What follows belongs to an exercise in optimizing a design on an open flow for a short achievable clock period and few clock cycles; a production flow would make more cautious choices.
The RTL was checked by simulation tests, not by an equivalence proof against the original design.
Power figures rest on the tool's default switching activity, not on a simulated workload.

Design mips, start of the top module:
module mips (
	input logic clk_i,
	input logic rstN_i,
	input logic [31:0] instr_i,
	input logic [31:0] dataRd_i,
	output logic [31:0] pcO_o,
	output logic memWrite_o,
	output logic [31:0] memAddr_o,
	output logic [31:0] memWdata_o
);
	mipsPkg::pcT pc;
	mipsPkg::pcT pcNext;
	logic fJump;
	mipsPkg::pcT fTarget;
	mipsPkg::pcT pcHold;
	logic idValid;
	mipsPkg::wordT idInstr;
	mipsPkg::pcT idPc1;
	logic [31:1] idRsSel;
	logic [31:1] idRtSel;
	logic idRsEx;
	logic idRsMem;
	logic idRsWb;
	logic idRtEx;
	logic idRtMem;
	logic idRtWb;
	logic exRegWrite;
	logic exLoad;
	logic exStore;
	logic exBranch;
	logic exAnd;
	logic exOr;
	logic exSlt;
	logic exCin;
	logic exFwdA;
	logic exFwdB;
	logic exFwdS;
	logic exSelNN;
	logic exSelF;
	logic exSelFinv;
	logic exSelFFa;
	mipsPkg::regIdxT exDst;
	mipsPkg::wordT exA;
	mipsPkg::wordT exB;
	mipsPkg::wordT exS;
	mipsPkg::pcT exTarget;
	logic memRegWrite;
	logic memLoad;
	logic memStore;
	mipsPkg::regIdxT memDst;
	mipsPkg::wordT memRes;
	mipsPkg::wordT memAddr;
	mipsPkg::wordT memSdata;
	logic wbRegWrite;
	logic [31:1] wbSel;
	mipsPkg::regIdxT wbDst;
	mipsPkg::wordT wbVal;
	mipsPkg::ctrlT dec;
	mipsPkg::ctrlT fDec;
	mipsPkg::regIdxT nRs;
	mipsPkg::regIdxT nRt;
	logic idToEx;
	logic nRsEx;
	logic nRsMem;
	logic nRsWb;
	logic nRtEx;
	logic nRtMem;
	logic nRtWb;
	logic stallNext;
	mipsPkg::regIdxT rs;
	mipsPkg::regIdxT rt;
	mipsPkg::regIdxT dst;
	mipsPkg::wordT rsReg;
	logic [31:1] regWritten;
	mipsPkg::wordT rtReg;
	mipsPkg::wordT rsVal;
	mipsPkg::wordT rtVal;
	logic fwdRs;
	logic fwdRt;
	mipsPkg::wordT imm;
	mipsPkg::pcT idTarget;
	logic stall;
	logic idSub;
	logic idFwdA;
	logic idFwdB;
	logic idSwap;
	logic idArith;
	mipsPkg::wordT memVal;
	mipsPkg::wordT opA;
	mipsPkg::wordT opB;
	mipsPkg::wordT aluRes;
	mipsPkg::wordT aluAddr;
	logic exEq;
	logic exTaken;
	assign pcO_o = {20'd0, pc, 2'b00};
	assign pcNext = pc + 10'd1;
	assign fJump = instr_i[31:26] == mipsPkg::opBeq && instr_i[25:21] == instr_i[20:16];
	assign fTarget = pcNext + instr_i[9:0];
	assign pcHold = exTaken ? exTarget : stall ? pc : pcNext;
	always_ff @(posedge clk_i) begin
		if (!rstN_i)
			pc <= '0;
		else if (fJump && !exTaken && !stall)
			pc <= fTarget;
		else
			pc <= pcHold;
	end
	always_ff @(posedge clk_i) begin
  ...
Settings: LEC_CHECK=0, CAP_MARGIN=20, CORE_MARGIN=2, CORE_UTILIZATION=40, PLACE_DENSITY=0.6, SETUP_SLACK_MARGIN=5, SLEW_MARGIN=20; clock period 8.0 ns.
standard.sh (not shown) runs the stock make flow with config.mk's settings and CLKGATE_MAP_FILE= SYNTH_SCRIPT=/design/flow/synth_recipe.tcl, a recipe that flattens the netlist after the stock synthesis.
==> flow/flow/run.sh <==
#!/bin/bash
set -euo pipefail
bash standard.sh synth > synth.log 2>&1
sed 's/SETUP_SLACK_MARGIN=5 /SETUP_SLACK_MARGIN=5.5 /' standard.sh > standard_margin.sh
grep -q 'SETUP_SLACK_MARGIN=5.5 ' standard_margin.sh
bash standard_margin.sh > layout.log 2>&1
Testbench counts at the start, summed over its fixed seeds: cycles 26,483.
Rerun with:
==> flow/run.sh (new file) <==
#!/bin/bash
# synth_recipe.tcl (not shown) runs the flow's synth.tcl, then flattens the netlist and writes it again
# the make line also repeats each setting of config.mk as NAME=value (left out here)
make -C /OpenROAD-flow-scripts/flow DESIGN_CONFIG=/design/flow/config.mk WORK_HOME=/design/flow/orfs CLKGATE_MAP_FILE= SYNTH_SCRIPT=/design/flow/synth_recipe.tcl finish
removed: flow/flow/run.sh
removed: flow/standard.sh
Power hardly moves.
Cell area shrinks by a few percent.
Setup slack gets worse by 0.11 ns.

==> re-timing with driven ports <==
In the flow no input, the clock included, has a driving cell. The finished layouts below were timed again as built, in two steps.
Step 1: set_driving_cell puts a clkbuf_16 on clk_i and a buf_2 on each other input, an assumption about the parent block.
Step 2 adds t to the input delays and takes it off the output delays; t is the mean of the earliest and latest rising clock arrival at the registers after step 1. Input paths then give back, and output paths get back, about the clock's delay inside the block.
Three values: ideal, step 1, step 2; two values: the first two.
run | shift t [ns] | setup slack, ns | latest minus earliest clock arrival (ns)
the first run | 0.871 | 5.000 / 5.000 / 4.247 | 0.035 / 0.036
the second run | 0.877 | 4.895 / 4.895 / 4.165 | 0.036 / 0.035
After both steps setup and hold are still met in every run listed. The setup slack of the first run, which loses most, moves by 0.000 ns with the drivers and by -0.753 ns with both steps.
